Context: an optimization exercise on an open-source flow, tuned for small area, a short achievable clock period and few clock cycles per item. The choices shown serve that exercise and are no tape-out recipe. At most, simulation tests tie the RTL to the original design; equivalence was not proved. Function not checked in runs 1, 4 and 5: the RTL went through the layout flow alone. Power is estimated from default activity; no workload was simulated.

==> design/flow/design.v <==
package pkt_pkg;
  localparam int DATA_W  = 64;
  localparam int EMPTY_W = 3;
  typedef logic [DATA_W-1:0]  data_t;
  typedef logic [EMPTY_W-1:0] empty_t;
  typedef struct packed {
    logic   sop;
    logic   eop;
    empty_t empty;
    data_t  data;
  } beat_t;
  typedef enum logic [1:0] {
    TX_IDLE = 2'd0,
    TX_LOAD = 2'd1,
    TX_SEND = 2'd2,
    TX_DONE = 2'd3
  } tx_state_t;
endpackage
`timescale 1ns/1ps
module pkt_loopback_top #(
  parameter int FIFO_DEPTH = 8,
  parameter int MAX_BEATS  = 16
) (
  input  logic  rd_clk,
  input  logic  rd_rst_n,
  input  logic  rx_valid,
  output logic  rx_ready,
  input  pkt_pkg::beat_t rx_beat,
  input  logic  tx_enable,
  input  logic  tx_ready,
  output logic  tx_valid,
  output pkt_pkg::beat_t tx_beat
);
  localparam int N  = MAX_BEATS;
  localparam int PW = $clog2(N);
  localparam int EW = pkt_pkg::DATA_W + pkt_pkg::EMPTY_W + 1;
  logic [EW-1:0] ring [0:N-1];
  logic [PW-1:0] dh;        
  logic          dh0;       
  logic [PW-1:0] dt;        
  logic [N-1:0]  cnt;
  logic [N-1:0]  ccnt;
  logic          rdy;       
  logic          tv;        
  pkt_pkg::beat_t ob;       
  logic          drop;      
  logic          last_eop;  
  logic          en_seen;   
  logic          empty;
  logic          one;
  logic          full;
  logic          ccnz;
  logic          cc_one;
  logic          dt1;
  logic          ovf;
  logic          acc;
  logic          store;     
  logic          discard;
  logic          commit;
  logic          take;      
  logic          fire;
  logic          new_head;
  logic          drop_nxt;
  logic [N-1:0]  cnt_nxt;
  logic [N-1:0]  cnt_up;
  logic [N-1:0]  cnt_dn;
  logic          rdy_0;
  logic          rdy_s;
  logic          rdy_t;
  logic          rdy_st;
  logic [EW-1:0] wr_ent;
  assign empty   = !cnt[0];
  assign one     = cnt[0] && !cnt[1];
  assign full    = cnt[N-1];
  assign ccnz    = ccnt[0];
  assign cc_one  = ccnt[0] && !ccnt[1];
  assign dt1     = (dt == PW'(1));
  assign ovf     = full && !ccnz;
  assign acc     = rx_valid && rdy;
  assign store   = acc && !drop && !ovf;
  assign discard = acc && !drop && ovf;
  assign commit  = store && rx_beat.eop;
  assign fire    = tv && tx_ready;
  assign take    = dh0 && en_seen && (!tv || tx_ready) && !empty &&
                   (ccnz || commit);
  assign new_head = store && (empty || (take && one));
  assign drop_nxt = (acc && (drop || ovf)) ? !rx_beat.eop : drop;
  assign cnt_up = {cnt[N-2:0], 1'b1};
  assign cnt_dn = {1'b0, cnt[N-1:1]};
  always_comb begin
    cnt_nxt = cnt;
    if (discard) begin
      cnt_nxt = '0;
    end else if (store && !take) begin
      cnt_nxt = cnt_up;
    end else if (take && !store) begin
      cnt_nxt = cnt_dn;
    end
  end
  assign rdy_0  = (full && !ccnz) || (!full && (empty || dt1));
  assign rdy_s  = !cnt[N-2] || (!ccnz && !rx_beat.eop);
  assign rdy_t  = one || dt1;
  assign rdy_st = !full || !(rx_beat.eop || (ccnz && !cc_one));
  assign wr_ent = {rx_beat.eop,
                   rx_beat.eop ? rx_beat.empty : pkt_pkg::EMPTY_W'(0),
                   rx_beat.data + 1'b1};
  always_ff @(posedge rd_clk or negedge rd_rst_n) begin
    if (!rd_rst_n) begin
      dh       <= '0;
      dh0      <= 1'b1;
      dt       <= '0;
      cnt      <= '0;
      ccnt     <= '0;
      rdy      <= 1'b1;
      tv       <= 1'b0;
      drop     <= 1'b0;
      last_eop <= 1'b1;
      en_seen  <= 1'b0;
    end else begin
      if (new_head) begin
        dh  <= PW'(N - 2);
        dh0 <= 1'b0;
      end else if (take) begin
        dh  <= '0;
        dh0 <= 1'b1;
      end else begin
        dh  <= dh - 1'b1;
        dh0 <= (dh == PW'(1));
      end
      if (store || discard || (take && one) || empty) begin
        dt <= '0;
      end else begin
        dt <= dt - 1'b1;
      end
      cnt <= cnt_nxt;
      if (commit) begin
        ccnt <= cnt_nxt;
      end else if (take) begin
        ccnt <= {1'b0, ccnt[N-1:1]};
      end
      if (drop_nxt || discard) begin
        rdy <= 1'b1;
      end else begin
        case ({store, take})
          2'b00:   rdy <= rdy_0;
          2'b10:   rdy <= rdy_s;
          2'b01:   rdy <= rdy_t;
          default: rdy <= rdy_st;
        endcase
      end
      tv       <= take || (tv && !tx_ready);
      en_seen  <= en_seen || tx_enable;
      drop     <= drop_nxt;
      if (take) begin
        last_eop <= ring[1][EW-1];
      end
    end
  end
  always_ff @(posedge rd_clk) begin
    for (int i = 0; i < N - 1; i++) begin
      ring[i] <= ring[i+1];
    end
    ring[N-1] <= store ? wr_ent : ring[0];
  end
  always_ff @(posedge rd_clk or negedge rd_rst_n) begin
    if (!rd_rst_n) begin
      ob <= '0;
    end else if (take) begin
      ob <= {last_eop, ring[1]};
    end else if (fire) begin
      ob <= '0;
    end
  end
  assign rx_ready = rdy;
  assign tx_valid = tv;
  assign tx_beat  = ob;
endmodule
==> design/flow/run.sh <==
#!/bin/bash
# synth_recipe.tcl (not shown) runs the flow's synth.tcl, then flattens the netlist and writes it again
# the make line also repeats each setting of config.mk as NAME=value (left out here)
make -C /OpenROAD-flow-scripts/flow DESIGN_CONFIG=/design/flow/config.mk WORK_HOME=/design/flow/orfs CLKGATE_MAP_FILE= SYNTH_SCRIPT=/design/flow/synth_recipe.tcl finish
==> design/flow/config.mk <==
export PLATFORM = sky130hd
export DESIGN_NAME = pkt_loopback_top
export DESIGN_NICKNAME = pkt_loopback_top
export VERILOG_FILES = /design/flow/design.v
export SDC_FILE = /design/flow/constraint.sdc
export NUM_CORES = 4
export LEC_CHECK = 0
export ABC_CLOCK_PERIOD_IN_PS = 2000
export CAP_MARGIN = 20
export CORE_MARGIN = 2
export CORE_UTILIZATION = 40
export SETUP_SLACK_MARGIN = 3.5
export SLEW_MARGIN = 20
==> design/flow/constraint.sdc <==
create_clock -name core_clock -period 5.5 [get_ports {rd_clk}]
set_input_delay 1.1000 -clock core_clock [delete_from_list [all_inputs] [get_ports {rd_clk}]]
set_output_delay 1.1000 -clock core_clock [all_outputs]
set_load 0.01 [all_outputs]
==> impl_results.md, run 1 <==
- Result of the run: no timing/DRC/antenna violations
- Number of enable flip-flop cells after synthesis: 0
- Maximum buffer depth of the clock tree: 3
- Maximum vdd ir drop: 0.357 mV
- Via count: 14.9k
- Capture point of the worst reg-to-reg path: ring[15][58]
- Endpoint required time on the critical path: 6.09 ns
- Leading cell types by total area after synthesis: sky130_fd_sc_hd__dfxtp_1, sky130_fd_sc_hd__dfrtp_1, sky130_fd_sc_hd__a22o_1, sky130_fd_sc_hd__nand2_1, sky130_fd_sc_hd__mux2i_1
- Worst path buffer plus inverter count: 5
- Flip-flop and latch count after synthesis: 1203
- Number of buffers added to fix hold violations after cts: 0
- YS warnings: 2
- Leak pwr: 16.8 nW
- Average vias per placed instance: 4.47
- Number of nets still failing antenna checks after routing: 0
- HPWL after detailed placement: 30100 um
- H-tree Lvls: 3
- Largest net degree at the start of global routing: 69
- Worst r2r src: rdy
- Worst min-delay path category: input pin to async pin
- Seq/Total Area, Yosys: 85.4%
- Worst Skew: 0.0321 ns
- Cell Area, Synth: 28900 um2
- Share of async-settable or async-resettable flops after synthesis: 9.56%
- DRC violations left: 0
- Mean routed wirelength per cell: 17.6 um
- DRT iter0 DRCs: 835
- Largest delay contributor family on the critical path: simple AND/OR/NAND/NOR gates
- Top cell type's share of synthesized area: 75.4%
- Synthesis-to-finish area growth: 31.9%
- Critical path data arrival time: 3.05 ns
- Worst Setup Start Kind: input pin
- Multi-input logic area: 5030 um2
- R2R cell count: 9
- Type of element capturing the critical path: flip-flop
- First-pass iteration count of the detailed router: 5
- Initial antenna violation count: 10
- TritonCTS clock tree: yes
- Setup slack, reg-to-reg: 3.16 ns
- Biggest area consumer among synthesized cells: sky130_fd_sc_hd__dfxtp_1
- CP Max Fanout: 5
- CP most frequent cell: sky130_fd_sc_hd__buf_12
- Share of layout cells above drive strength 1: 27.7%
- Total routing resource utilization after global routing: 15.5%
- Areal power density over the cells: 635 nW/um2
- Clock Tree Root: sky130_fd_sc_hd__clkbuf_16
- Final estimated routing congestion in global placement: 0.771
- Worst relative slew slack: 33.6%
- Die width: 273 um
- Number of distinct library cell variants in the gate-level netlist after synthesis: 56
- Critical path class: input pin to flip-flop
- Clock transition at the registers of the reported paths: 0.07 ns
- Fin nets: 2367
- Boundary Pins: 145
- Delay of the slowest cell on the worst path: 0.65 ns
- Clock latency at the later pin of the worst-skew pair: 0.66 ns
- Summed negative setup slack over all endpoints: 0 ns
- Post-layout util: 53.3%
- Synthesized area divided by synthesized cell count: 15.4 um2
- Shortest period the worst path allows: 2.46 ns
- Cells traversed along the worst timing path: buf_12, buf_8, buf_6, nand3_4, or4_4, buf_12, nor3_4, buf_12, mux2_4, nand2_2
- Final number of max-transition violations: 0
- Fill cell instance count of the final layout: 5703
- Sink Count: 1203
- Count of buffers from port buffering: 143
- Most used flip-flop cell after synthesis: sky130_fd_sc_hd__dfxtp_1
- Slew at the pin closest to its max-slew limit: 0.996 ns
- Area occupied by registers: 24700 um2
- First-pass GRT wire length: 88400 um
- Portion of the clock cycle consumed by the worst path in the final layout: 44.8%
- WL final: 58700 um
- Overflow left after global routing: 0
- Number of global-route vias before repair: 15.3k
- Unrepaired setup endpoints after global routing: yes
- Number of buffers added by the clock tree synthesis step: 108
- Highest Clock Rate: 0.406 GHz
- Starting density of the core: 40.4%
- Count of endpoints failing hold in the final timing report: 0
- Chip height: 273 um
- Area of the die: 74400 um2
- Worst Hold Margin: 0.276 ns
- Nets in the synthesized netlist: 1959
- Area of the core region: 71500 um2
- Synthesized instance count: 1880
- Cell with the largest stage delay on the worst path: sky130_fd_sc_hd__or4_4
- Max-cap violations: 0
- Number of standard-cell rows in the floorplan: 98
- # setup viols final: 0
[through the flow]
step	instance area, um2	total power [mW]	worst slack (ns)	instances
after detailed placement	31900	15.7	1.30	2932
after global routing	38100	25.3	3.03	3337
after floorplan	29700	14.5	2.65	1880
after global placement	31900	15.5	1.31	2932
final	38100	24.2	3.04	3340
after CTS	37300	24.1	3.02	3290
[state kept, by name, indices dropped and copies added (netlist names)]
signal and count:
rdy 1, ob 69, dh0 1, drop 1, cnt 16, ring 1088
last_eop 1, en_seen 1, tv 1, ccnt 16, dh 4, dt 4
[final cells by class]
cell class,count,area share (%)
Antenna cell,7,0.0460
Clock buffer,156,8.41
Clock inverter,49,1.26
Inverter,17,0.168
Multi-Input combinational cell,607,13.2
Sequential cell,1203,64.7
Tap cell,950,3.12
Timing Repair Buffer,351,9.04
[placed cells by master (no fill, tap or decap), types with 12 or more instances in the layout]
cell type and count:
sky130_fd_sc_hd__buf_4 134, sky130_fd_sc_hd__dfxtp_1 1088, sky130_fd_sc_hd__nor2_1 29, sky130_fd_sc_hd__dfrtp_1 110, sky130_fd_sc_hd__a32o_1 12, sky130_fd_sc_hd__inv_1 17
sky130_fd_sc_hd__mux2i_1 39, sky130_fd_sc_hd__a22o_1 69, sky130_fd_sc_hd__buf_2 74, sky130_fd_sc_hd__and3_1 18, sky130_fd_sc_hd__xnor2_1 31, sky130_fd_sc_hd__nor4_4 18
sky130_fd_sc_hd__buf_6 53, sky130_fd_sc_hd__nand4_1 16, sky130_fd_sc_hd__o21ai_0 12, sky130_fd_sc_hd__clkbuf_16 111, sky130_fd_sc_hd__nand2_1 113, sky130_fd_sc_hd__clkbuf_1 17
sky130_fd_sc_hd__o21ai_1 32, sky130_fd_sc_hd__clkbuf_8 30, sky130_fd_sc_hd__buf_12 22, sky130_fd_sc_hd__nand3_1 23, sky130_fd_sc_hd__clkinv_2 24, sky130_fd_sc_hd__buf_16 13
sky130_fd_sc_hd__dlygate4sd2_1 18
[cells in the mapped netlist (all sizes together), types with 7 or more instances]
library cell / number
dfrtp: 112
nand4: 17
or4: 7
inv: 17
and2: 7
a32o: 14
nand2: 121
o21ai: 54
a21oi: 21
mux2: 8
clkbuf: 38
a22o: 69
nor3: 15
mux2i: 39
nand3: 38
dfxtp: 1088
buf: 20
xnor2: 38
nor4: 21
xor2: 7
and3: 22
nor2: 40
[where the power goes]
part,internal (mW),switching (mW)
registers,12.4,1.11
logic,1.58,1.56
clock network,4.32,3.18
[what timing repair did]
action | CTS | global route
gates cloned | 18 | 4
endpoints found under the setup margin | 250 | 248
endpoints found under the hold margin | 0 | 0
pin swaps | 50 | 63
gates resized for setup | 625 | 107
setup buffers | 135 | 39
[layer usage]
layer	global-route usage, %	wire (um)	vias to the layer above
met5	0	41	-
li1	-	-	7151
met1	20.5	26600	7295
met2	24.3	27100	355
met3	3.89	3290	128
met4	6.55	1600	6
[worst max-delay path by stage]
stage	end	from	cells after the start	slack (ns)
after global placement	ring[15][48]	rx_beat[0]	7	1.31
final	ring[15][61]	rx_beat[0]	10	3.04
after floorplan	ring[15][50]	rx_beat[10]	7	2.65
after global routing	ring[15][48]	rx_beat[0]	7	3.03
after detailed placement	ring[15][48]	rx_beat[0]	7	1.30
after CTS	ring[15][48]	rx_beat[0]	7	3.02
[cell families (layout without fill, tap and decap cells)]
logic type / count (synthesis) / after routing / share of synthesized area (%)
multiplexers: 47 / 47 / 1.70
flip-flops: 1203 / 1203 / 85.4
AND/OR/NAND/NOR: 325 / 330 / 5.81
adder cells (fa/ha/maj): 5 / 5 / 0.217
XOR/XNOR: 45 / 45 / 1.36
AO/OA/AOI/OAI: 180 / 180 / 4.47
other: 0 / 7 / 0
buffers and inverters: 75 / 573 / 1.04
[worst reg2reg max path: stages, from the launching register on]
cell,delay (ns)
sky130_fd_sc_hd__dfstp_2,0.56
sky130_fd_sc_hd__buf_6,0.10
sky130_fd_sc_hd__buf_6,0.09
sky130_fd_sc_hd__buf_4,0.11
sky130_fd_sc_hd__and3b_2,0.22
sky130_fd_sc_hd__buf_12,0.14
sky130_fd_sc_hd__nand2_8,0.09
sky130_fd_sc_hd__or4b_2,0.65
sky130_fd_sc_hd__mux2_4,0.29
sky130_fd_sc_hd__nand2_2,0.05
==> run 2: changes to the inputs <==
--- a/design/flow/design.v
+++ b/design/flow/design.v
@@ -105,3 +105,3 @@
                    rx_beat.eop ? rx_beat.empty : pkt_pkg::EMPTY_W'(0),
-                   rx_beat.data + 1'b1};
+                   rx_beat.data};
   always_ff @(posedge rd_clk or negedge rd_rst_n) begin
@@ -168,3 +168,4 @@
     end else if (take) begin
-      ob <= {last_eop, ring[1]};
+      ob <= {last_eop, ring[1][EW-1:pkt_pkg::DATA_W],
+             ring[1][pkt_pkg::DATA_W-1:0] + 1'b1};
     end else if (fire) begin
--- a/design/flow/config.mk
+++ b/design/flow/config.mk
@@ -11,3 +11,3 @@
 export CORE_UTILIZATION = 40
-export SETUP_SLACK_MARGIN = 3.5
+export SETUP_SLACK_MARGIN = 3.3
 export SLEW_MARGIN = 20
==> run 2 against run 1 <==
Effect of this change: setup slack better by 0.045 ns; power down 3.3%; critical endpoint is now rx_ready; sequential share of layout area up 3.0 points; sequential power down 4%; count of clock-buffer cells in the layout down 5; via count down 0.37%; non-clock buffer count down 114.
==> impl_results.md, run 2 <==
- Total inserted antenna cells: 0 (-7)
- TritonCTS clock tree: yes
- Seq/Total Area, Yosys: 85.2% (-0.16 points)
- Biggest area consumer among synthesized cells: sky130_fd_sc_hd__dfxtp_1
- Count of buffers from port buffering: 143 (unchanged)
- Met1 Use GR: 19.7% (-0.80 points)
- Worst slack, placed: 1.60 ns (+0.300 ns)
- Total routing resource utilization after global routing: 14.6% (-0.87 points)
- H-tree Lvls: 3 (unchanged)
- Unrepaired setup endpoints after global routing: yes
- Cell with the largest stage delay on the worst path: sky130_fd_sc_hd__dfstp_2
- Delay of the slowest cell on the worst path: 0.55 ns (-0.10 ns)
- HPWL after detailed placement: 31000 um (+3.1%)
- Share of the synthesized area in compound gates (AO/OA/AOI/OAI): 3.34% (-1.1 points)
- Worst Setup Start Kind: flip-flop
- DRC violations left: 0 (unchanged)
- Placement-stage cell area: 31500 um2 (-1.3%)
- CP Max Fanout: 2 (-3)
- Maximum buffer depth of the clock tree: 3 (unchanged)
- Worst relative slew slack: 33.4% (-0.16 points)
- Areal power density over the cells: 640 nW/um2 (+0.90%)
- Top cell type's share of synthesized area: 75.3% (-0.14 points)
- Area of the die: 74500 um2 (+0.18%)
- Cell Area, Synth: 28900 um2 (+0.19%)
- Sink Count: 1203 (unchanged)
- Final non-filler cell total: 3325 (-0.45%)
- Number of global-route vias before repair: 15.1k (-0.85%)
- Via count: 14.9k (-0.37%)
- Chip height: 273 um (about the same)
- Cell Count Post-Placement: 3029 (+3.3%)
- YS warnings: 2 (unchanged)
- Clock Tree Root: sky130_fd_sc_hd__clkbuf_16
- Number of buffers added by the clock tree synthesis step: 109 (+0.93%)
- Clock transition at the registers of the reported paths: 0.07 ns (about the same)
- Flip-flop and latch count after synthesis: 1203 (unchanged)
- Mean routed wirelength per cell: 16.9 um (-3.8%)
- Type of element capturing the critical path: primary output
- # setup viols final: 0 (unchanged)
- Critical path data arrival time: 1.32 ns (-1.73 ns)
- Initial antenna violation count: 2 (-8)
- Final number of max-transition violations: 0 (unchanged)
- Worst min-delay path category: flip-flop to flip-flop
- Worst path buffer plus inverter count: 1 (-4)
- Synthesized instance count: 1983 (+5.5%)
- Main combinational cell family by area after synthesis: simple AND/OR/NAND/NOR gates
- Most congested layer reported by global routing: met2
- Leading cell types by total area after synthesis: sky130_fd_sc_hd__dfxtp_1, sky130_fd_sc_hd__dfrtp_1, sky130_fd_sc_hd__nand2_1, sky130_fd_sc_hd__xnor2_1, sky130_fd_sc_hd__mux2i_1
- Portion of the clock cycle consumed by the worst path in the final layout: 44.0% (-0.82 points)
- Largest net degree at the start of global routing: 94 (+36%)
- Commonest cells after routing, fill and taps aside: sky130_fd_sc_hd__dfxtp_1, sky130_fd_sc_hd__nand2_1, sky130_fd_sc_hd__clkbuf_16
- Most used flip-flop cell after synthesis: sky130_fd_sc_hd__dfxtp_1
- Result of the run: no timing/DRC/antenna violations
- Share of layout cells above drive strength 1: 20.2% (-7.5 points)
- Most frequent standard cell in the layout excluding fill and tap cells: sky130_fd_sc_hd__dfxtp_1
- Post-Synth XOR/XNOR Area: 1.33% (-0.033 points)
- Critical path class: flip-flop to primary output
- Synthesis-to-finish area growth: 26.2%
- Final estimated routing congestion in global placement: 0.784 (+1.6%)
- First-pass GRT wire length: 84600 um (-4.3%)
- Summed negative setup slack over all endpoints: 0 ns (unchanged)
- Biggest register: ring
- Boundary Pins: 145 (unchanged)
- Number of distinct library cell variants in the gate-level netlist after synthesis: 59 (+5.4%)
- Overflow left after global routing: 0 (unchanged)
- Highest Clock Rate: 0.414 GHz (+1.9%)
- Slew at the pin closest to its max-slew limit: 0.998 ns (+0.00242 ns)
- Count of endpoints failing hold in the final timing report: 0 (unchanged)
- Least setup slack across all paths after layout: 3.08 ns (+0.0450 ns)
- Cells traversed along the worst timing path: buf_6
- Met2 Resource Use GR: 22.8% (-1.4 points)
- Number of buffers added to fix hold violations after cts: 0 (unchanged)
- Area of the core region: 71600 um2 (+0.17%)
- Biggest regs: ring x1088, ob x69
- Number of nets still failing antenna checks after routing: 0 (unchanged)
- Multiplexer share of the synthesized area: 0.969% (-0.73 points)
- Maximum vdd ir drop: 0.292 mV (-18%)
- Fin nets: 2359 (-0.34%)
- Max-cap violations: 0 (unchanged)
- Most frequent cells after synthesis: sky130_fd_sc_hd__dfxtp_1, sky130_fd_sc_hd__nand2_1, sky130_fd_sc_hd__dfrtp_1, sky130_fd_sc_hd__nand3_1, sky130_fd_sc_hd__o21ai_0
- M3 GR Usage: 3.44% (-0.46 points)
- Nets in the synthesized netlist: 2062 (+5.3%)
- First-pass iteration count of the detailed router: 6 (+1)
- Post-layout util: 51.0% (-2.3 points)
- Adder and majority cell fraction of the synthesized area: 0.216% (-0.00040 points)
- Post-Layout Inst Area: 36500 um2 (-4.2%)
- Starting density of the core: 40.4% (about the same)
- Die width: 273 um (about the same)
- Leak pwr: 15.6 nW (-7.0%)
- Number of standard-cell rows in the floorplan: 98 (unchanged)
- Worst Skew: 0.0173 ns (-0.0147 ns)
- Largest register FFs: 1088 (unchanged)
- Shortest period the worst path allows: 2.42 ns (-0.0450 ns)
- Synthesized area divided by synthesized cell count: 14.6 um2 (-5.0%)
- Most common cell in the netlist: sky130_fd_sc_hd__dfxtp_1
- Number of enable flip-flop cells after synthesis: 0 (unchanged)
- Clock latency at the later pin of the worst-skew pair: 0.66 ns (about the same)
- DRT iter0 DRCs: 833 (-0.24%)
- Largest delay contributor family on the critical path: flip-flops
- WL final: 56200 um (-4.3%)
- Endpoint required time on the critical path: 4.40 ns (-1.69 ns)
- Average vias per placed instance: 4.47 (about the same)
- Share of async-settable or async-resettable flops after synthesis: 9.56% (unchanged)
- Simple-gate share of the synthesized area: 7.81% (+2.0 points)
run 2: cell count changes after synthesis, sizes merged, moves of 6 or more:
cell    previous run  this run
buf               20        11
nand3             38        49
o211ai             2        12
nand2            121       288
clkbuf            38        44
and3              22         5
a22o              69         7
nand4             17        29
a32oi              0        13
nor4b              6         0
mux2               8         0
mux2i             39        28
run 2: metal layers:
layer,part of all wire (%),up-vias
li1,-,7144
met1,46,7223
met2,45,398
met3,5.6,114
met4,2.7,0
met5,0,-
run 2: cells by family (layout without fill, tap and decap cells):
family	after synthesis	after routing
AO/OA/AOI/OAI	139	139
XOR/XNOR	44	44
adder cells (fa/ha/maj)	5	5
buffers and inverters	71	459
flip-flops	1203	1203
multiplexers	28	28
AND/OR/NAND/NOR	493	497
run 2: layout make-up:
class                      instances  area [um2]
fill                            5999       35100
sequential                      1203       24700
clock buffer                     151        3180
inverter                          16        60.1
clock inverter                    55         622
tap                              950        1190
multi-input combinational        713        4520
timing repair buffer             237        2190
run 2: through the flow:
step | hold WS, ns | power (mW)
final | 0.314 | 23.4
after global placement | 0.310 | 15.1
after global routing | 0.316 | 24.5
after floorplan | 0.310 | 13.8
after detailed placement | 0.312 | 15.3
after CTS | 0.309 | 23.3
run 2: power by group:
part	leakage [nW]	switching, mW	total [mW]	internal [mW]
Clock	1.87	3.21	7.72	4.51
Combinational	3.17	1.50	2.69	1.20
Sequential	10.6	1.17	13.0	11.8
run 2: repair_timing:
action                     CTS  global route
buffers inserted            49            31
pin swaps                   13            19
gates cloned                 4             6
setup endpoints to repair  252           164
gates resized for setup    373            94
run 2: final timing paths:
kind,start,endpoint,slack [ns],depth (start not counted)
worst max-delay path,rdy,rx_ready,3.08,1
worst max register to register,ring[1][26],ob[45],3.36,5
worst min register to register,ring[11][52],ring[10][52],0.31,0
worst min-delay path,ring[11][52],ring[10][52],0.31,0
max in group asynchronous,rd_rst_n,ob[16],4.00,2
min in group asynchronous,rd_rst_n,ob[65],0.51,1
Testbench counts of run 2, summed over its fixed seeds: cycles 14,877, items 14,749.
==> run 3: changes to the inputs <==
--- a/design/flow/config.mk
+++ b/design/flow/config.mk
@@ -11,2 +11,4 @@
 export CORE_UTILIZATION = 40
+export CTS_CLUSTER_DIAMETER = 100
+export CTS_CLUSTER_SIZE = 28
 export SETUP_SLACK_MARGIN = 3.3
==> run 3 against run 2 <==
Effect of this change: still clean on timing, DRC and antenna; final area is 7.9% lower; critical path depth stayed put; register-to-register slack hardly changed; synthesized cell count stayed put; cell count is 4.5% lower; sequential power hardly changed; count of clock-buffer cells in the layout is 72 lower; setup slack better by 0.028 ns; critical endpoint unchanged.
==> impl_results.md, run 3 <==
- Result of the run: no timing/DRC/antenna violations
- Sink Count: 1203 (unchanged)
- Share of async-settable or async-resettable flops after synthesis: 9.56% (unchanged)
- Count of endpoints failing hold in the final timing report: 0 (unchanged)
- Boundary Pins: 145 (unchanged)
- Largest delay contributor family on the critical path: flip-flops
- Final estimated routing congestion in global placement: 0.784 (unchanged)
- Average vias per placed instance: 4.46 (-0.44%)
- Worst path buffer plus inverter count: 1 (unchanged)
- Most frequent cells after synthesis: sky130_fd_sc_hd__dfxtp_1, sky130_fd_sc_hd__nand2_1, sky130_fd_sc_hd__dfrtp_1, sky130_fd_sc_hd__nand3_1, sky130_fd_sc_hd__o21ai_0
- Number of global-route vias before repair: 14.2k (-6.3%)
- TritonCTS clock tree: yes
- Worst r2r src: ring[1][27]
- Leading cell types by total area after synthesis: sky130_fd_sc_hd__dfxtp_1, sky130_fd_sc_hd__dfrtp_1, sky130_fd_sc_hd__nand2_1, sky130_fd_sc_hd__xnor2_1, sky130_fd_sc_hd__mux2i_1
- Maximum buffer depth of the clock tree: 3 (unchanged)
- Portion of total power attributed to the clock network: 21.8% (-11 points)
- Share of total power in combinational logic: 12.4% (+0.9 points)
- Critical Path Source: rdy
- Starting density of the core: 40.4% (unchanged)
- Post-Layout Inst Area: 33600 um2 (-7.9%)
- Critical path class: flip-flop to primary output
- Nets in the synthesized netlist: 2062 (unchanged)
- Placement-stage cell area: 31500 um2 (unchanged)
- Fill cell instance count of the final layout: 6306 (+5.1%)
- Levels on crit path: 1 (unchanged)
- Total routing resource utilization after global routing: 13.8% (-0.83 points)
- Cell with the largest stage delay on the worst path: sky130_fd_sc_hd__dfstp_2
- Synthesized instance count: 1983 (unchanged)
- R2R cell count: 6 (+1)
- Worst slack, placed: 1.60 ns (unchanged)
- Hold depth: 0 (unchanged)
- Top cell type's share of synthesized area: 75.3% (unchanged)
- Share of total power consumed by net switching: 25.4% (+0.31 points)
- Worst Skew: 0.0187 ns (+0.00137 ns)
- Highest Clock Rate: 0.418 GHz (+1.2%)
- Most frequent standard cell in the layout excluding fill and tap cells: sky130_fd_sc_hd__dfxtp_1
- Chip height: 273 um (unchanged)
- Leak pwr: 14.1 nW (-9.5%)
- Biggest regs: ring x1088, ob x69
- Worst min-delay path category: flip-flop to flip-flop
- Net switching power: 5.00 mW (-15%)
- Number of standard-cell rows in the floorplan: 98 (unchanged)
- CP Max Fanout: 2 (unchanged)
- Type of element capturing the critical path: primary output
- Unrepaired setup endpoints after global routing: yes
- Worst relative slew slack: 34.5% (+1.1 points)
- Total chip power: 19.6 mW (-16%)
- Post-layout util: 47.0% (-4.0 points)
- Seq/Total Area, Yosys: 85.2% (unchanged)
- WL final: 51500 um (-8.2%)
- Biggest area consumer among synthesized cells: sky130_fd_sc_hd__dfxtp_1
- Cells traversed along the worst timing path: buf_6
- Maximum vdd ir drop: 0.297 mV (+1.7%)
- Largest net degree at the start of global routing: 94 (unchanged)
- Area of the die: 74500 um2 (unchanged)
- First-pass GRT wire length: 80400 um (-5.1%)
- Max-cap violations: 0 (unchanged)
- Die width: 273 um (unchanged)
- Worst Setup Start Kind: flip-flop
- Summed negative setup slack over all endpoints: 0 ns (unchanged)
- Portion of the clock cycle consumed by the worst path in the final layout: 43.5% (-0.51 points)
- Areal power density over the cells: 584 nW/um2 (-8.8%)
- HP Start: ring[11][23]
- Flip-flop and latch count after synthesis: 1203 (unchanged)
- H-tree Lvls: 2 (-1)
- HPWL after detailed placement: 31000 um (unchanged)
- DRC violations left: 0 (unchanged)
- Number of enable flip-flop cells after synthesis: 0 (unchanged)
- Initial antenna violation count: 0 (-2)
- Least setup slack across all paths after layout: 3.11 ns (+0.0278 ns)
- Share of layout cells above drive strength 1: 13.8% (-6.4 points)
- Cell Area, Synth: 28900 um2 (unchanged)
- Number of nets still failing antenna checks after routing: 0 (unchanged)
- Clock transition at the registers of the reported paths: 0.11 ns (+0.04 ns)
- DRT iter0 DRCs: 840 (+0.84%)
- Fin nets: 2274 (-3.6%)
- Shortest period the worst path allows: 2.39 ns (-0.0278 ns)
- Clock Tree Root: sky130_fd_sc_hd__clkbuf_16
- Most used flip-flop cell after synthesis: sky130_fd_sc_hd__dfxtp_1
- Endpoint required time on the critical path: 4.40 ns (about the same)
- First-pass iteration count of the detailed router: 5 (-1)
- Synthesized area divided by synthesized cell count: 14.6 um2 (unchanged)
- Final number of max-transition violations: 0 (unchanged)
- Overflow left after global routing: 0 (unchanged)
- Most common cell in the netlist: sky130_fd_sc_hd__dfxtp_1
- Commonest cells after routing, fill and taps aside: sky130_fd_sc_hd__dfxtp_1, sky130_fd_sc_hd__nand2_1, sky130_fd_sc_hd__dfrtp_1
- Number of buffers added by the clock tree synthesis step: 49 (-55%)
- Critical path data arrival time: 1.29 ns (-0.03 ns)
- Count of buffers from port buffering: 143 (unchanged)
- Delay of the slowest cell on the worst path: 0.56 ns (about the same)
- Clock latency at the later pin of the worst-skew pair: 0.62 ns (-0.04 ns)
- Biggest register: ring
- Sequential group share of total power: 65.8% (+10 points)
- Synthesis-to-finish area growth: 16.2%
- Internal Pwr Total: 14.6 mW (-16%)
- Mean routed wirelength per cell: 16.2 um (-3.9%)
- # setup viols final: 0 (unchanged)
- Via count: 14.2k (-4.9%)
- Area of the core region: 71600 um2 (unchanged)
- Slew at the pin closest to its max-slew limit: 0.982 ns (-0.0161 ns)
- YS warnings: 2 (unchanged)
- Largest register FFs: 1088 (unchanged)
- Number of distinct library cell variants in the gate-level netlist after synthesis: 59 (unchanged)
run 3: power by group through the flow:
stage	clock network (mW)	registers (mW)	logic (mW)
final	4.29	12.9	2.43
after CTS	4.44	12.9	2.37
after global routing	4.77	13.2	2.67
after detailed placement	0	13.1	2.15
after floorplan	0	12.7	1.12
after global placement	0	13.0	2.08
run 3: kinds of logic (layout without fill, tap and decap cells):
logic type | Yosys count | in the layout | synth area share, %
AO/OA/AOI/OAI | 139 | 139 | 3.34
multiplexers | 28 | 28 | 0.969
buffers and inverters | 71 | 311 | 1.09
XOR/XNOR | 44 | 44 | 1.33
AND/OR/NAND/NOR | 493 | 496 | 7.81
flip-flops | 1203 | 1203 | 85.2
adder cells (fa/ha/maj) | 5 | 5 | 0.216
other | 0 | 1 | 0
run 3: worst register-to-register path, stage by stage, from the launching register on:
cell and delay, ns:
sky130_fd_sc_hd__dfxtp_4 0.43, sky130_fd_sc_hd__nand2_2 0.14, sky130_fd_sc_hd__or3_4 0.48, sky130_fd_sc_hd__nand4bb_4 0.23, sky130_fd_sc_hd__buf_12 0.17, sky130_fd_sc_hd__or4_1 0.52, sky130_fd_sc_hd__nand3_1 0.10
run 3: path summary, 6_finish.rpt:
path / to / slack [ns]
min: ring[10][23] / 0.31
max reg2reg: ob[57] / 3.36
max in group asynchronous: ob[18] / 3.97
max: rx_ready / 3.11
min reg2reg: ring[10][23] / 0.31
min in group asynchronous: ob[65] / 0.56
run 3: final cells by class:
class / count / area [um2] / share of cell area [%]
inverters: 16 / 60.1 / 0.179
diodes: 1 / 2.50 / 0.00744
repair buffers: 213 / 1840 / 5.48
clock inverters: 3 / 68.8 / 0.205
well taps: 950 / 1190 / 3.53
multi-input cells: 712 / 4340 / 12.9
flip-flops and latches: 1203 / 24700 / 73.5
clock buffers: 79 / 1390 / 4.14
run 3: metal layers:
| layer | wire length, um | GRT usage, % | part of all wire, % |
|---|---|---|---|
| met5 | 0 | 0 | 0 |
| met4 | 1120 | 3.93 | 2.2 |
| met3 | 2430 | 2.68 | 4.7 |
| met2 | 23100 | 21.7 | 45 |
| met1 | 24900 | 19.4 | 48 |
run 3: timing repair:
| item | CTS | global route |
|---|---|---|
| setup endpoints to repair | 252 | 139 |
| pin swaps | 10 | 5 |
| hold endpoints to repair | 0 | 0 |
| gates resized for setup | 372 | 58 |
| hold buffers | 0 | 0 |
| gates cloned | 4 | 0 |
| buffers inserted | 41 | 20 |
run 3: through the flow:
| step | hold slack, ns | std cells |
|---|---|---|
| 2_1_floorplan | 0.310 | 1983 |
| 3_3_place_gp | 0.310 | 3029 |
| 3_5_place_dp | 0.312 | 3029 |
| 4_1_cts | 0.307 | 3156 |
| 5_1_grt | 0.316 | 3176 |
| 6_report | 0.311 | 3177 |
==> run 4: changes to the inputs <==
--- a/design/flow/design.v
+++ b/design/flow/design.v
@@ -42,3 +42,3 @@
   logic [N-1:0]  ccnt;
-  logic          rdy;       
+  logic          rdy_n;     
   logic          tv;        
@@ -78,3 +78,3 @@
   assign ovf     = full && !ccnz;
-  assign acc     = rx_valid && rdy;
+  assign acc     = rx_valid && !rdy_n;
   assign store   = acc && !drop && !ovf;
@@ -113,3 +113,3 @@
       ccnt     <= '0;
-      rdy      <= 1'b1;
+      rdy_n    <= 1'b0;
       tv       <= 1'b0;
@@ -141,9 +141,9 @@
       if (drop_nxt || discard) begin
-        rdy <= 1'b1;
+        rdy_n <= 1'b0;
       end else begin
         case ({store, take})
-          2'b00:   rdy <= rdy_0;
-          2'b10:   rdy <= rdy_s;
-          2'b01:   rdy <= rdy_t;
-          default: rdy <= rdy_st;
+          2'b00:   rdy_n <= !rdy_0;
+          2'b10:   rdy_n <= !rdy_s;
+          2'b01:   rdy_n <= !rdy_t;
+          default: rdy_n <= !rdy_st;
         endcase
@@ -174,3 +174,3 @@
   end
-  assign rx_ready = rdy;
+  assign rx_ready = !rdy_n;
   assign tx_valid = tv;
--- a/design/flow/config.mk
+++ b/design/flow/config.mk
@@ -13,3 +13,3 @@
 export CTS_CLUSTER_SIZE = 28
-export SETUP_SLACK_MARGIN = 3.3
+export SETUP_SLACK_MARGIN = 3.0
 export SLEW_MARGIN = 20
==> run 4 against run 3 <==
Effect of this change: critical endpoint is now ob[57]; clock skew grew 0.012 ns; highest routed layer unchanged; maximum frequency decreased by 3.6%; critical path type is now flip-flop to flip-flop; worst hold slack got worse by 0.010 ns; still clean on timing, DRC and antenna; cell count is 1.2% lower; core utilization down 0.21 points; die area down 0.61%; non-clock buffer count is 17 lower; final area fell by 0.78%; clock power decreased by 2%; via count fell by 1.8%.
==> impl_results.md, run 4 <==
- Share of layout cells above drive strength 1: 8.50% (-5.3 points)
- Worst Setup Start Kind: flip-flop
- Initial antenna violation count: 1 (+1)
- DRT iter0 DRCs: 753 (-10%)
- First-pass iteration count of the detailed router: 5 (unchanged)
- Starting density of the core: 40.3% (-0.11 points)
- Fill cell instance count of the final layout: 6243 (-1.0%)
- Number of standard-cell rows in the floorplan: 98 (unchanged)
- Most frequent cells after synthesis: sky130_fd_sc_hd__dfxtp_1, sky130_fd_sc_hd__nand2_1, sky130_fd_sc_hd__dfrtp_1, sky130_fd_sc_hd__o21ai_0, sky130_fd_sc_hd__nand3_1
- WL final: 49800 um (-3.3%)
- Cells traversed along the worst timing path: nand4_1, or4_4, buf_12, or4_4, or4_4, nand3_1
- Unrepaired setup endpoints after global routing: no
- Worst Skew: 0.0306 ns (+0.0119 ns)
- Worst min-delay path category: flip-flop to flip-flop
- Die width: 272 um (-0.31%)
- Slew at the pin closest to its max-slew limit: 1.06 ns (+0.0787 ns)
- Summed negative setup slack over all endpoints: 0 ns (unchanged)
- Critical path data arrival time: 3.03 ns (+1.74 ns)
- Clock transition at the registers of the reported paths: 0.11 ns (about the same)
- Number of buffers added to fix hold violations after cts: 0 (unchanged)
- Leading cell types by total area after synthesis: sky130_fd_sc_hd__dfxtp_1, sky130_fd_sc_hd__dfrtp_1, sky130_fd_sc_hd__nand2_1, sky130_fd_sc_hd__mux2i_1, sky130_fd_sc_hd__o21ai_0
- Type of element capturing the critical path: flip-flop
- Number of buffers added by the clock tree synthesis step: 49 (unchanged)
- Levels on crit path: 6 (+5)
- Biggest regs: ring x1088, ob x69
- Most used flip-flop cell after synthesis: sky130_fd_sc_hd__dfxtp_1
- Clock latency at the later pin of the worst-skew pair: 0.61 ns (about the same)
- Seq/Total Area, Yosys: 85.8% (+0.53 points)
- Largest delay contributor family on the critical path: simple AND/OR/NAND/NOR gates
- Via count: 13.9k (-1.8%)
- Final number of max-transition violations: 0 (unchanged)
- Worst relative slew slack: 28.6% (-5.9 points)
- Largest net degree at the start of global routing: 70 (-26%)
- Share of async-settable or async-resettable flops after synthesis: 9.56% (unchanged)
- Flip-flop and latch count after synthesis: 1203 (unchanged)
- Critical path class: flip-flop to flip-flop
- Average vias per placed instance: 4.42 (-0.68%)
- Delay of the slowest cell on the worst path: 0.61 ns (+0.05 ns)
- Final estimated routing congestion in global placement: 0.772 (-1.5%)
- CP Max Fanout: 11 (+9)
- Total chip power: 18.6 mW (-5.2%)
- Biggest register: ring
- First-pass GRT wire length: 77300 um (-3.8%)
- Synthesized instance count: 1965 (-0.91%)
- CP most frequent cell: sky130_fd_sc_hd__or4_4
- Maximum vdd ir drop: 0.250 mV (-16%)
- Chip height: 272 um (-0.31%)
- Maximum buffer depth of the clock tree: 3 (unchanged)
- Clock Tree Root: sky130_fd_sc_hd__clkbuf_16
- Boundary Pins: 145 (unchanged)
- Commonest cells after routing, fill and taps aside: sky130_fd_sc_hd__dfxtp_1, sky130_fd_sc_hd__nand2_1, sky130_fd_sc_hd__dfrtp_1
- Least setup slack across all paths after layout: 3.02 ns (-0.0885 ns)
- Nets in the synthesized netlist: 2044 (-0.87%)
- R2R cell count: 6 (unchanged)
- Endpoint required time on the critical path: 6.05 ns (+1.65 ns)
- Cell with the largest stage delay on the worst path: sky130_fd_sc_hd__or4_4
- Fin nets: 2245 (-1.3%)
- Most common cell in the netlist: sky130_fd_sc_hd__dfxtp_1
- Cell Area, Synth: 28800 um2 (-0.62%)
- Synthesis-to-finish area growth: 16.0%
- Highest Clock Rate: 0.403 GHz (-3.6%)
- Leak pwr: 14.3 nW (+0.89%)
- Largest register FFs: 1088 (unchanged)
- Biggest area consumer among synthesized cells: sky130_fd_sc_hd__dfxtp_1
- DRC violations left: 0 (unchanged)
- H-tree Lvls: 2 (unchanged)
- Total routing resource utilization after global routing: 13.3% (-0.49 points)
- Most frequent standard cell in the layout excluding fill and tap cells: sky130_fd_sc_hd__dfxtp_1
- Worst slack, placed: 1.47 ns (-0.129 ns)
- Synthesized area divided by synthesized cell count: 14.6 um2 (+0.29%)
- Area of the core region: 71400 um2 (-0.34%)
- HPWL after detailed placement: 29000 um (-6.4%)
- Max-cap violations: 0 (unchanged)
- Top cell type's share of synthesized area: 75.7% (+0.47 points)
- YS warnings: 2 (unchanged)
- # setup viols final: 0 (unchanged)
- Sink Count: 1203 (unchanged)
- Number of distinct library cell variants in the gate-level netlist after synthesis: 52 (-12%)
- Worst path buffer plus inverter count: 1 (unchanged)
- Hold depth: 0 (unchanged)
- Areal power density over the cells: 558 nW/um2 (-4.4%)
- Overflow left after global routing: 0 (unchanged)
- Mean routed wirelength per cell: 15.9 um (-2.2%)
- Result of the run: no timing/DRC/antenna violations
- Count of endpoints failing hold in the final timing report: 0 (unchanged)
- Portion of the clock cycle consumed by the worst path in the final layout: 45.1% (+1.6 points)
- Number of enable flip-flop cells after synthesis: 0 (unchanged)
- Shortest period the worst path allows: 2.48 ns (+0.0885 ns)
- Count of buffers from port buffering: 143 (unchanged)
- Number of global-route vias before repair: 13.7k (-3.2%)
- Number of nets still failing antenna checks after routing: 0 (unchanged)
- Area of the die: 74000 um2 (-0.61%)
- TritonCTS clock tree: yes
## run 4: cell count changes after synthesis, sizes merged, moves of 5 or more
cell | before | now
nor4 | 23 | 18
nor2 | 42 | 37
and3 | 5 | 10
a32oi | 13 | 6
nand4 | 29 | 21
xnor2 | 33 | 28
nand3 | 49 | 42
## run 4: power breakdown
group          internal [mW]  switching, mW  total, mW
Clock                   1.75           2.45       4.19
Combinational          0.730           1.03       1.75
Sequential              11.7          0.984       12.7
Total                   14.2           4.46       18.6
## run 4: worst paths after layout
path / from / end / slack [ns]
min in group asynchronous: rd_rst_n / ccnt[8] / 0.39
worst max-delay path: ring[1][20] / ob[57] / 3.02
worst min register to register: ring[14][34] / ring[13][34] / 0.30
worst min-delay path: ring[14][34] / ring[13][34] / 0.30
worst max register to register: ring[1][20] / ob[57] / 3.02
max in group asynchronous: rd_rst_n / ob[35] / 3.95
## run 4: logic make-up (layout without fill, tap and decap cells)
logic type	count (synthesis)	count (layout)	share of synthesized area, %
other	0	2	0
adder cells (fa/ha/maj)	5	5	0.218
buffers and inverters	71	288	0.936
flip-flops	1203	1203	85.8
multiplexers	28	28	0.975
AO/OA/AOI/OAI	133	133	3.15
AND/OR/NAND/NOR	482	488	7.65
XOR/XNOR	43	43	1.31
## run 4: what timing repair did
action | in CTS | in global routing
endpoints found under the setup margin | 250 | 71
setup buffers | 28 | 14
gates cloned | 7 | 1
hold endpoints to repair | 0 | 0
gates resized for setup | 149 | 36
pin swaps | 10 | 9
## run 4: cell type report
cell class	instances	area, um2	area share, %
flip-flops and latches	1203	24700	74.2
multi-input cells	697	4120	12.3
repair buffers	196	1830	5.49
clock buffers	71	1360	4.08
well taps	950	1190	3.56
inverters	19	71.3	0.214
clock inverters	2	38.8	0.116
diodes	2	5.00	0.0150
## run 4: through the flow
stage | area (um2) | utilization, % | instances | hold WS [ns]
3_5_place_dp | 31300 | 43.9 | 3015 | 0.312
4_1_cts | 33200 | 46.5 | 3123 | 0.297
2_1_floorplan | 28800 | - | 1965 | 0.310
5_1_grt | 33400 | 46.7 | 3138 | 0.303
6_report | 33400 | 46.8 | 3140 | 0.301
3_3_place_gp | 31300 | 43.9 | 3015 | 0.310
## run 4: layer usage
layer | part of all wire (%) | vias to the layer above | track usage (%)
met5 | 0 | - | 0
met3 | 5.3 | 77 | 3.02
met4 | 2.1 | 0 | 3.69
met2 | 45 | 304 | 20.8
met1 | 48 | 6745 | 18.7
li1 | - | 6768 | -
==> run 5: changes to the inputs <==
==> design/flow/flow/run.sh (new file) <==
#!/bin/bash
# The standard layout, with the port buffers made from buf_2 cells
# instead of the delay buffers buffer_ports picks by default.
set -euo pipefail
export BUFFER_PORTS_ARGS="-buffer_cell sky130_fd_sc_hd__buf_2"
bash standard.sh > standard_flow.log 2>&1
==> design/flow/standard.sh (new file) <==
#!/bin/bash
# synth_recipe.tcl (not shown) runs the flow's synth.tcl, then flattens the netlist and writes it again
# the make line also repeats each setting of config.mk as NAME=value (left out here)
make -C /OpenROAD-flow-scripts/flow DESIGN_CONFIG=/design/flow/config.mk WORK_HOME=/design/flow/orfs CLKGATE_MAP_FILE= SYNTH_SCRIPT=/design/flow/synth_recipe.tcl "${@:-finish}"
--- a/design/flow/config.mk
+++ b/design/flow/config.mk
@@ -13,3 +13,3 @@
 export CTS_CLUSTER_SIZE = 28
-export SETUP_SLACK_MARGIN = 3.0
+export SETUP_SLACK_MARGIN = 3.3
 export SLEW_MARGIN = 20
removed: design/flow/run.sh
==> run 5 against run 4 <==
Effect of this change: still clean; non-clock buffer count rose by 52; combinational power is 7% higher; count of clock-buffer cells in the layout is 2 higher; cell count up 1.8%; power grew 1.3%; clock skew is 0.012 ns lower; die area unchanged; synthesized area unchanged; critical path type is now input pin to flip-flop; largest cell class unchanged; largest power group unchanged; highest routed layer unchanged.
==> impl_results.md, run 5 <==
- Worst min-delay path category: flip-flop to flip-flop
- Delay of the slowest cell on the worst path: 0.69 ns (+0.08 ns)
- Maximum vdd ir drop: 0.371 mV (+49%)
- Number of buffers added by the clock tree synthesis step: 49 (unchanged)
- Total routed wire length on the met1 layer: 25800 um (+8.5%)
- YS warnings: 2 (unchanged)
- Critical path data arrival time: 2.96 ns (-0.07 ns)
- Area of the die: 74000 um2 (unchanged)
- HPWL after detailed placement: 30100 um (+3.6%)
- Capture point of the worst reg-to-reg path: ob[47]
- Critical path class: input pin to flip-flop
- Boundary Pins: 145 (unchanged)
- Fin nets: 2299 (+2.4%)
- Number of distinct library cell variants in the gate-level netlist after synthesis: 52 (unchanged)
- Flip-flop and latch count after synthesis: 1203 (unchanged)
- Largest delay contributor family on the critical path: simple AND/OR/NAND/NOR gates
- Die width: 272 um (unchanged)
- Mean routed wirelength per cell: 16.7 um (+5.3%)
- Shortest period the worst path allows: 2.42 ns (-0.0592 ns)
- Seq/Total Area, Yosys: 85.8% (unchanged)
- Most frequent cells after synthesis: sky130_fd_sc_hd__dfxtp_1, sky130_fd_sc_hd__nand2_1, sky130_fd_sc_hd__dfrtp_1, sky130_fd_sc_hd__o21ai_0, sky130_fd_sc_hd__nand3_1
- Internal Pwr Total: 14.2 mW (+0.52%)
- Count of endpoints failing hold in the final timing report: 0 (unchanged)
- Biggest regs: ring x1088, ob x69
- Summed negative setup slack over all endpoints: 0 ns (unchanged)
- Number of buffers added to fix hold violations after cts: 0 (unchanged)
- Endpoint required time on the critical path: 6.04 ns (about the same)
- HP Start: ring[2][12]
- Initial antenna violation count: 2 (+1)
- Number of enable flip-flop cells after synthesis: 0 (unchanged)
- CP most frequent cell: sky130_fd_sc_hd__nand2_1
- Areal power density over the cells: 563 nW/um2 (+0.81%)
- Met3 Wirelength: 2770 um (+5.2%)
- Count of buffers from port buffering: 143 (unchanged)
- Synthesized area divided by synthesized cell count: 14.6 um2 (unchanged)
- First-pass GRT wire length: 82500 um (+6.8%)
- Share of layout cells above drive strength 1: 18.6% (+10 points)
- Cell with the largest stage delay on the worst path: sky130_fd_sc_hd__nor2_2
- Number of standard-cell rows in the floorplan: 98 (unchanged)
- Nets in the synthesized netlist: 2044 (unchanged)
- Overflow left after global routing: 0 (unchanged)
- Number of nets still failing antenna checks after routing: 0 (unchanged)
- Biggest area consumer among synthesized cells: sky130_fd_sc_hd__dfxtp_1
- Top cell type's share of synthesized area: 75.7% (unchanged)
- Average vias per placed instance: 4.47 (+0.91%)
- Net switching power: 4.63 mW (+3.9%)
- Highest metal layer with signal wires: met4
- Type of element capturing the critical path: flip-flop
- Most frequent standard cell in the layout excluding fill and tap cells: sky130_fd_sc_hd__dfxtp_1
- Total routing resource utilization after global routing: 14.3% (+0.99 points)
- Maximum buffer depth of the clock tree: 3 (unchanged)
- Slew at the pin closest to its max-slew limit: 1.01 ns (-0.0529 ns)
- First-pass iteration count of the detailed router: 5 (unchanged)
- Leading cell types by total area after synthesis: sky130_fd_sc_hd__dfxtp_1, sky130_fd_sc_hd__dfrtp_1, sky130_fd_sc_hd__nand2_1, sky130_fd_sc_hd__mux2i_1, sky130_fd_sc_hd__o21ai_0
- Cells traversed along the worst timing path: buf_2, nand3b_1, o31a_1, nor2_2, nand2_1, nand2_1
- Share of async-settable or async-resettable flops after synthesis: 9.56% (unchanged)
- R2R cell count: 6 (unchanged)
- Clock latency at the later pin of the worst-skew pair: 0.62 ns (about the same)
- Synthesis-to-finish area growth: 16.6%
- Via count: 14.3k (+2.8%)
- DRT iter0 DRCs: 885 (+18%)
- Worst slack, placed: 1.98 ns (+0.506 ns)
- Final estimated routing congestion in global placement: 0.772 (about the same)
- Unrepaired setup endpoints after global routing: yes
- Worst Setup Start Kind: input pin
- Final number of max-transition violations: 0 (unchanged)
- Max-cap violations: 0 (unchanged)
- Portion of total power attributed to the clock network: 22.5% (about the same)
- Starting density of the core: 40.3% (unchanged)
- Sequential group share of total power: 67.6% (-0.5 points)
- Most used flip-flop cell after synthesis: sky130_fd_sc_hd__dfxtp_1
- Leak pwr: 14.5 nW (+1.9%)
- Highest Clock Rate: 0.413 GHz (+2.4%)
- Worst relative slew slack: 32.2% (+3.6 points)
- WL final: 53400 um (+7.2%)
- Chip height: 272 um (unchanged)
- Clock transition at the registers of the reported paths: 0.10 ns (about the same)
- Share of total power consumed by net switching: 24.5% (+0.60 points)
- Largest net degree at the start of global routing: 70 (unchanged)
- Least setup slack across all paths after layout: 3.08 ns (+0.0592 ns)
- # setup viols final: 0 (unchanged)
- Result of the run: no timing/DRC/antenna violations
- Worst r2r src: ring[1][25]
- Biggest register: ring
- Total chip power: 18.9 mW (+1.3%)
- Largest register FFs: 1088 (unchanged)
- Setup slack, reg-to-reg: 3.12 ns (+0.10 ns)
- Cell Area, Synth: 28800 um2 (unchanged)
- Share of total power in combinational logic: 9.9% (+0.5 points)
- Worst Skew: 0.0182 ns (-0.0124 ns)
- Hold depth: 0 (unchanged)
- Sink Count: 1203 (unchanged)
- Synthesized instance count: 1965 (unchanged)
- Commonest cells after routing, fill and taps aside: sky130_fd_sc_hd__dfxtp_1, sky130_fd_sc_hd__nand2_1, sky130_fd_sc_hd__buf_2
- TritonCTS clock tree: yes
- CP Max Fanout: 10 (-1)
- Most common cell in the netlist: sky130_fd_sc_hd__dfxtp_1
- Number of global-route vias before repair: 14.3k (+4.0%)
- Worst Hold Margin: 0.318 ns (+0.0165 ns)
- Portion of the clock cycle consumed by the worst path in the final layout: 44.0% (-1.1 points)
- DRC violations left: 0 (unchanged)
- Area of the core region: 71400 um2 (unchanged)
- Worst path buffer plus inverter count: 1 (unchanged)
- Clock Tree Root: sky130_fd_sc_hd__clkbuf_16
- Routed wl met2: 23900 um (+6.7%)
- Worst hold endpoint: ring[1][12]
- H-tree Lvls: 2 (unchanged)
run 5: cells by family (layout without fill, tap and decap cells):
family                     after synthesis  count (layout)  share of synthesized area [%]
adders and majority gates                5               5                          0.218
other                                    0               2                              0
and+or+nand+nor                        482             490                           7.65
xor gates and xnor gates                43              43                           1.31
buffers and inverters                   71             344                          0.936
muxes                                   28              28                          0.975
DFF                                   1203            1203                           85.8
AOI/OAI and AO/OA                      133             133                           3.15
run 5: power groups by stage:
stage,clock network [mW],logic (mW),registers (mW)
2_1_floorplan,0,0.930,12.6
3_3_place_gp,0,1.43,12.8
3_5_place_dp,0,1.48,12.9
4_1_cts,4.40,1.78,12.8
5_1_grt,4.72,2.06,13.1
6_report,4.25,1.87,12.8
run 5: worst max-delay path by stage:
stage	to	cells past startpoint	slack (ns)	start
after floorplan	ob[61]	6	3.03	rx_beat[67]
after global placement	ob[61]	6	2.06	rx_beat[67]
after detailed placement	ob[59]	6	1.98	rx_beat[67]
after CTS	ob[47]	6	3.09	ring[1][3]
after global routing	dh[0]	6	3.08	rdy_n
final	ob[67]	6	3.08	rx_beat[67]
run 5: repair_timing:
item,in CTS,in global routing
gates resized for setup,94,42
setup endpoints to repair,226,170
gates cloned,6,2
pin swaps,29,23
setup buffers,71,27
run 5: metrics by stage:
step	cell area, um2	std cells	utilization (%)
finish	33500	3198	47.0
global route	33500	3196	47.0
CTS	33100	3167	46.4
detailed placement	30800	3013	43.1
global placement	30800	3013	43.1
floorplan	29100	1965	-
run 5: per-layer routing:
layer	GRT usage, %	vias up
met2	22.4	322
li1	-	6887
met3	2.40	78
met5	0	-
met4	3.74	0
met1	20.6	6993
run 5: area by class of cell:
cell class / count / area, um2
fillers: 6224 / 37800
flip-flops and latches: 1203 / 24700
multi-input cells: 699 / 4390
repair buffers: 248 / 1740
clock buffers: 73 / 1360
well taps: 950 / 1190
inverters: 19 / 71.3
clock inverters: 4 / 45.0
diodes: 2 / 5.00
==> run 6: changes to the inputs <==
--- a/design/flow/design.v
+++ b/design/flow/design.v
@@ -35,2 +35,3 @@
   localparam int PW = $clog2(N);
+  localparam int CW = $clog2(N + 1);
   localparam int EW = pkt_pkg::DATA_W + pkt_pkg::EMPTY_W + 1;
@@ -40,4 +41,4 @@
   logic [PW-1:0] dt;        
-  logic [N-1:0]  cnt;
-  logic [N-1:0]  ccnt;
+  logic [CW-1:0] count;     
+  logic [CW-1:0] ccount;    
   logic          rdy_n;     
@@ -63,5 +64,6 @@
   logic          drop_nxt;
-  logic [N-1:0]  cnt_nxt;
-  logic [N-1:0]  cnt_up;
-  logic [N-1:0]  cnt_dn;
+  logic          high;      
+  logic [CW-1:0] count_nxt;
+  logic [pkt_pkg::DATA_W-1:0] rd_data;
+  logic [pkt_pkg::DATA_W-1:0] rd_inc;
   logic          rdy_0;
@@ -71,7 +73,8 @@
   logic [EW-1:0] wr_ent;
-  assign empty   = !cnt[0];
-  assign one     = cnt[0] && !cnt[1];
-  assign full    = cnt[N-1];
-  assign ccnz    = ccnt[0];
-  assign cc_one  = ccnt[0] && !ccnt[1];
+  assign empty   = (count == '0);
+  assign one     = (count == CW'(1));
+  assign full    = (count == CW'(N));
+  assign high    = (count >= CW'(N - 1));
+  assign ccnz    = (ccount != '0);
+  assign cc_one  = (ccount == CW'(1));
   assign dt1     = (dt == PW'(1));
@@ -87,12 +90,10 @@
   assign drop_nxt = (acc && (drop || ovf)) ? !rx_beat.eop : drop;
-  assign cnt_up = {cnt[N-2:0], 1'b1};
-  assign cnt_dn = {1'b0, cnt[N-1:1]};
   always_comb begin
-    cnt_nxt = cnt;
+    count_nxt = count;
     if (discard) begin
-      cnt_nxt = '0;
+      count_nxt = '0;
     end else if (store && !take) begin
-      cnt_nxt = cnt_up;
+      count_nxt = count + 1'b1;
     end else if (take && !store) begin
-      cnt_nxt = cnt_dn;
+      count_nxt = count - 1'b1;
     end
@@ -100,3 +101,3 @@
   assign rdy_0  = (full && !ccnz) || (!full && (empty || dt1));
-  assign rdy_s  = !cnt[N-2] || (!ccnz && !rx_beat.eop);
+  assign rdy_s  = !high || (!ccnz && !rx_beat.eop);
   assign rdy_t  = one || dt1;
@@ -111,4 +112,4 @@
       dt       <= '0;
-      cnt      <= '0;
-      ccnt     <= '0;
+      count    <= '0;
+      ccount   <= '0;
       rdy_n    <= 1'b0;
@@ -134,7 +135,7 @@
       end
-      cnt <= cnt_nxt;
+      count <= count_nxt;
       if (commit) begin
-        ccnt <= cnt_nxt;
+        ccount <= count_nxt;
       end else if (take) begin
-        ccnt <= {1'b0, ccnt[N-1:1]};
+        ccount <= ccount - 1'b1;
       end
@@ -158,2 +159,15 @@
   end
+  assign rd_data = ring[1][pkt_pkg::DATA_W-1:0];
+  always_comb begin
+    logic [pkt_pkg::DATA_W-1:0] pre;
+    pre = rd_data;
+    for (int l = 1; l < pkt_pkg::DATA_W; l = l * 2) begin
+      for (int i = 0; i < pkt_pkg::DATA_W; i++) begin
+        if ((i / l) % 2 == 1) begin
+          pre[i] = pre[i] & pre[(i / l) * l - 1];
+        end
+      end
+    end
+    rd_inc = rd_data ^ {pre[pkt_pkg::DATA_W-2:0], 1'b1};
+  end
   always_ff @(posedge rd_clk) begin
@@ -168,4 +182,3 @@
     end else if (take) begin
-      ob <= {last_eop, ring[1][EW-1:pkt_pkg::DATA_W],
-             ring[1][pkt_pkg::DATA_W-1:0] + 1'b1};
+      ob <= {last_eop, ring[1][EW-1:pkt_pkg::DATA_W], rd_inc};
     end else if (fire) begin
==> run 6 against run 5 <==
Effect of this change: clock power decreased by 3%; sequential cell count fell by 22; setup slack better by 0.10 ns; cell count is 2.5% lower; largest power group unchanged.
==> impl_results.md, run 6 <==
- Type of element capturing the critical path: flip-flop
- Portion of the clock cycle consumed by the worst path in the final layout: 42.1% (-1.9 points)
- Number of distinct library cell variants in the gate-level netlist after synthesis: 48 (-7.7%)
- Worst relative slew slack: 45.0% (+13 points)
- Sink Count: 1181 (-1.8%)
- Nets in the synthesized netlist: 1982 (-3.0%)
- Cell with the largest stage delay on the worst path: sky130_fd_sc_hd__dfrtp_2
- Share of the synthesized area in compound gates (AO/OA/AOI/OAI): 1.73% (-1.4 points)
- Synthesis-to-finish area growth: 18.4%
- Number of buffers added to fix hold violations after cts: 0 (unchanged)
- Via count: 13.3k (-6.5%)
- Shortest period the worst path allows: 2.32 ns (-0.104 ns)
- Worst min-delay path category: flip-flop to flip-flop
- Overflow left after global routing: 0 (unchanged)
- Chip height: 268 um (-1.6%)
- Total routing resource utilization after global routing: 13.7% (-0.62 points)
- Number of enable flip-flop cells after synthesis: 0 (unchanged)
- Seq/Total Area, Yosys: 86.6% (+0.82 points)
- Largest net degree at the start of global routing: 70 (unchanged)
- Number of standard-cell rows in the floorplan: 96 (-2.0%)
- Hold depth: 0 (unchanged)
- Cell Count Post-Placement: 2923 (-3.0%)
- Most common cell in the netlist: sky130_fd_sc_hd__dfxtp_1
- Flip-flop and latch count after synthesis: 1181 (-1.8%)
- Main combinational cell family by area after synthesis: simple AND/OR/NAND/NOR gates
- Most frequent cells after synthesis: sky130_fd_sc_hd__dfxtp_1, sky130_fd_sc_hd__nand2_1, sky130_fd_sc_hd__dfrtp_1, sky130_fd_sc_hd__nand3_1, sky130_fd_sc_hd__o21ai_0
- Worst path buffer plus inverter count: 2 (+1)
- Simple-gate share of the synthesized area: 7.58% (-0.074 points)
- HPWL after detailed placement: 27600 um (-8.4%)
- Top cell type's share of synthesized area: 78.2% (+2.5 points)
- Number of buffers added by the clock tree synthesis step: 48 (-2.0%)
- Boundary Pins: 145 (unchanged)
- DRT iter0 DRCs: 708 (-20%)
- Number of global-route vias before repair: 13.3k (-7.1%)
- Highest Clock Rate: 0.432 GHz (+4.5%)
- Post-Synth XOR/XNOR Area: 2.17% (+0.86 points)
- Biggest area consumer among synthesized cells: sky130_fd_sc_hd__dfxtp_1
- Worst Setup Start Kind: flip-flop
- Initial antenna violation count: 4 (+2)
- Biggest register: ring
- Most frequent standard cell in the layout excluding fill and tap cells: sky130_fd_sc_hd__dfxtp_1
- Summed negative setup slack over all endpoints: 0 ns (unchanged)
- Max-cap violations: 0 (unchanged)
- Biggest regs: ring x1088, ob x69
- Count of endpoints failing hold in the final timing report: 0 (unchanged)
- Result of the run: no timing/DRC/antenna violations
- WL final: 49900 um (-6.5%)
- TritonCTS clock tree: yes
- Final number of max-transition violations: 0 (unchanged)
- Areal power density over the cells: 615 nW/um2 (+9.3%)
- Critical path data arrival time: 2.80 ns (-0.16 ns)
- Clock transition at the registers of the reported paths: 0.11 ns (about the same)
- First-pass iteration count of the detailed router: 4 (-1)
- Slew at the pin closest to its max-slew limit: 0.825 ns (-0.183 ns)
- Critical path class: flip-flop to flip-flop
- Mean routed wirelength per cell: 16.0 um (-4.1%)
- Worst Skew: 0.0191 ns (+0.000894 ns)
- Fill cell instance count of the final layout: 5972 (-4.0%)
- Clock latency at the later pin of the worst-skew pair: 0.61 ns (about the same)
- Starting density of the core: 40.5% (+0.24 points)
- Endpoint required time on the critical path: 5.99 ns (-0.05 ns)
- Cell Area, Synth: 27800 um2 (-3.2%)
- Share of layout cells above drive strength 1: 20.0% (+1.4 points)
- CP Max Fanout: 7 (-3)
- Area of the die: 71700 um2 (-3.1%)
- R2R cell count: 9 (+3)
- Most used flip-flop cell after synthesis: sky130_fd_sc_hd__dfxtp_1
- Area of the core region: 68700 um2 (-3.7%)
- First-pass GRT wire length: 74800 um (-9.3%)
- HP Start: ring[2][0]
- Critical Path Source: count[1]
- Number of nets still failing antenna checks after routing: 0 (unchanged)
- Clock Tree Root: sky130_fd_sc_hd__clkbuf_16
- # setup viols final: 0 (unchanged)
- Maximum vdd ir drop: 0.306 mV (-17%)
- H-tree Lvls: 2 (unchanged)
- Final non-filler cell total: 3117 (-2.5%)
- Count of buffers from port buffering: 143 (unchanged)
- Maximum buffer depth of the clock tree: 3 (unchanged)
- DRC violations left: 0 (unchanged)
- Worst r2r src: count[1]
- Synthesized area divided by synthesized cell count: 14.7 um2 (+0.69%)
- Post-layout util: 48.0% (+1.0 points)
- Levels on crit path: 9 (+3)
- Delay of the slowest cell on the worst path: 0.45 ns (-0.24 ns)
- Leak pwr: 14.0 nW (-3.3%)
- YS warnings: 2 (unchanged)
- Multiplexer share of the synthesized area: 0.153% (-0.82 points)
- Fin nets: 2252 (-2.0%)
- Average vias per placed instance: 4.28 (-4.1%)
- Die width: 268 um (-1.6%)
- Unrepaired setup endpoints after global routing: yes
- Largest register FFs: 1088 (unchanged)
- Largest delay contributor family on the critical path: compound AO/OA/AOI/OAI gates
- Adder and majority cell fraction of the synthesized area: 0.809% (+0.59 points)
- Cells traversed along the worst timing path: inv_4, ha_4, nor4b_4, o32ai_4, buf_12, and2_4, mux2_4, a221oi_4, o22ai_2
- Final estimated routing congestion in global placement: 0.774 (+0.23%)
- Share of async-settable or async-resettable flops after synthesis: 7.87% (-1.7 points)
- Synthesized instance count: 1890 (-3.8%)
- Leading cell types by total area after synthesis: sky130_fd_sc_hd__dfxtp_1, sky130_fd_sc_hd__dfrtp_1, sky130_fd_sc_hd__nand2_1, sky130_fd_sc_hd__nand3_1, sky130_fd_sc_hd__xnor2_1
- Commonest cells after routing, fill and taps aside: sky130_fd_sc_hd__dfxtp_1, sky130_fd_sc_hd__nand2_1, sky130_fd_sc_hd__buf_2
## run 6: cell count changes after synthesis, sizes merged, moves of 12 or more
| cell | change |
|---|---|
| clkbuf | -12 |
| mux2i | -26 |
| dfrtp | -22 |
| nor2 | -12 |
| o21ai | +16 |
| nand3 | +45 |
| a32o | -14 |
| o211ai | -12 |
| nand2 | -34 |
| ha | +13 |
| xnor2 | +21 |
## run 6: worst paths after layout
path | to | slack, ns
max reg2reg | count[1] | 3.18
max | count[1] | 3.18
min in group asynchronous | ob[68] | 0.50
max in group asynchronous | count[0] | 3.66
min reg2reg | ring[1][0] | 0.32
min | ring[1][0] | 0.32
## run 6: timing repair
| item | CTS | global route |
|---|---|---|
| gates cloned | 8 | 1 |
| endpoints found under the setup margin | 230 | 180 |
| setup buffers | 74 | 35 |
| pin swaps | 25 | 31 |
| resized for setup | 103 | 65 |
| hold endpoints to repair | 0 | 0 |
## run 6: cell type report
type	count	area [um2]	share of cell area (%)
flip-flops and latches	1181	24100	73.2
multi-input cells	649	4290	13.0
repair buffers	260	1920	5.83
clock buffers	72	1320	4.01
well taps	931	1160	3.53
inverters	20	80.1	0.243
clock inverters	3	50.0	0.152
diodes	1	2.50	0.00759
## run 6: through the flow
step | power (mW) | hold slack [ns] | area, um2 | worst slack, ns
finish | 20.3 | 0.318 | 33000 | 3.18
global placement | 15.2 | 0.310 | 29800 | 1.89
CTS | 20.2 | 0.321 | 32300 | 3.15
detailed placement | 15.3 | 0.312 | 29800 | 1.84
global route | 21.4 | 0.331 | 33000 | 3.13
floorplan | 14.3 | 0.310 | 28200 | 2.98
## run 6: per-layer routing
layer  wire (um)  GRT usage (%)
met1       23800           18.6
met2       22600           21.9
met3        1940           2.56
met4        1560           5.00
met5           0              0
## run 6: cells by family (layout without fill, tap and decap cells)
group / count (synthesis) / after routing
DFF: 1181 / 1181
and+or+nand+nor: 462 / 469
AOI/OAI and AO/OA: 89 / 89
xor gates and xnor gates: 69 / 69
buffers and inverters: 67 / 355
adders and majority gates: 18 / 18
muxes: 4 / 4
other: 0 / 1
## run 6: where the power goes
part / internal (mW) / switching [mW] / total, mW
sequential: 12.0 / 1.17 / 13.2
combinational: 1.31 / 1.60 / 2.91
clock: 1.74 / 2.41 / 4.14
total: 15.1 / 5.18 / 20.3
Testbench counts of run 6, summed over its fixed seeds: cycles 14,877, items 14,749.

[static timing again, ports no longer ideal]
The flow's constraints put no driver on any port. The routed layouts listed below were extracted and timed again, unchanged, in two steps. Step 1: set_driving_cell puts a clkbuf_16 on rd_clk and a buf_2 on each other input, an assumption about the parent block. Step 2 times the ports against the registers' clock, not the clock port: input delays grow and output delays shrink by t, the midpoint of the rising clock arrivals with the driver on. a / b / c = no drivers / after step 1 / after step 2; a / b = the first two.
run | t (ns) | setup slack, ns
run 1 | 0.701 | 3.037 / 3.011 / 2.321
run 2 | 0.711 | 3.082 / 3.025 / 2.655
run 3 | 0.661 | 3.110 / 3.051 / 2.733
run 4 | 0.651 | 3.021 / 3.003 / 2.394
run 5 | 0.663 | 3.081 / 3.091 / 2.428
run 6 | 0.659 | 3.184 / 3.132 / 2.616
After both steps every run listed still meets setup and hold.
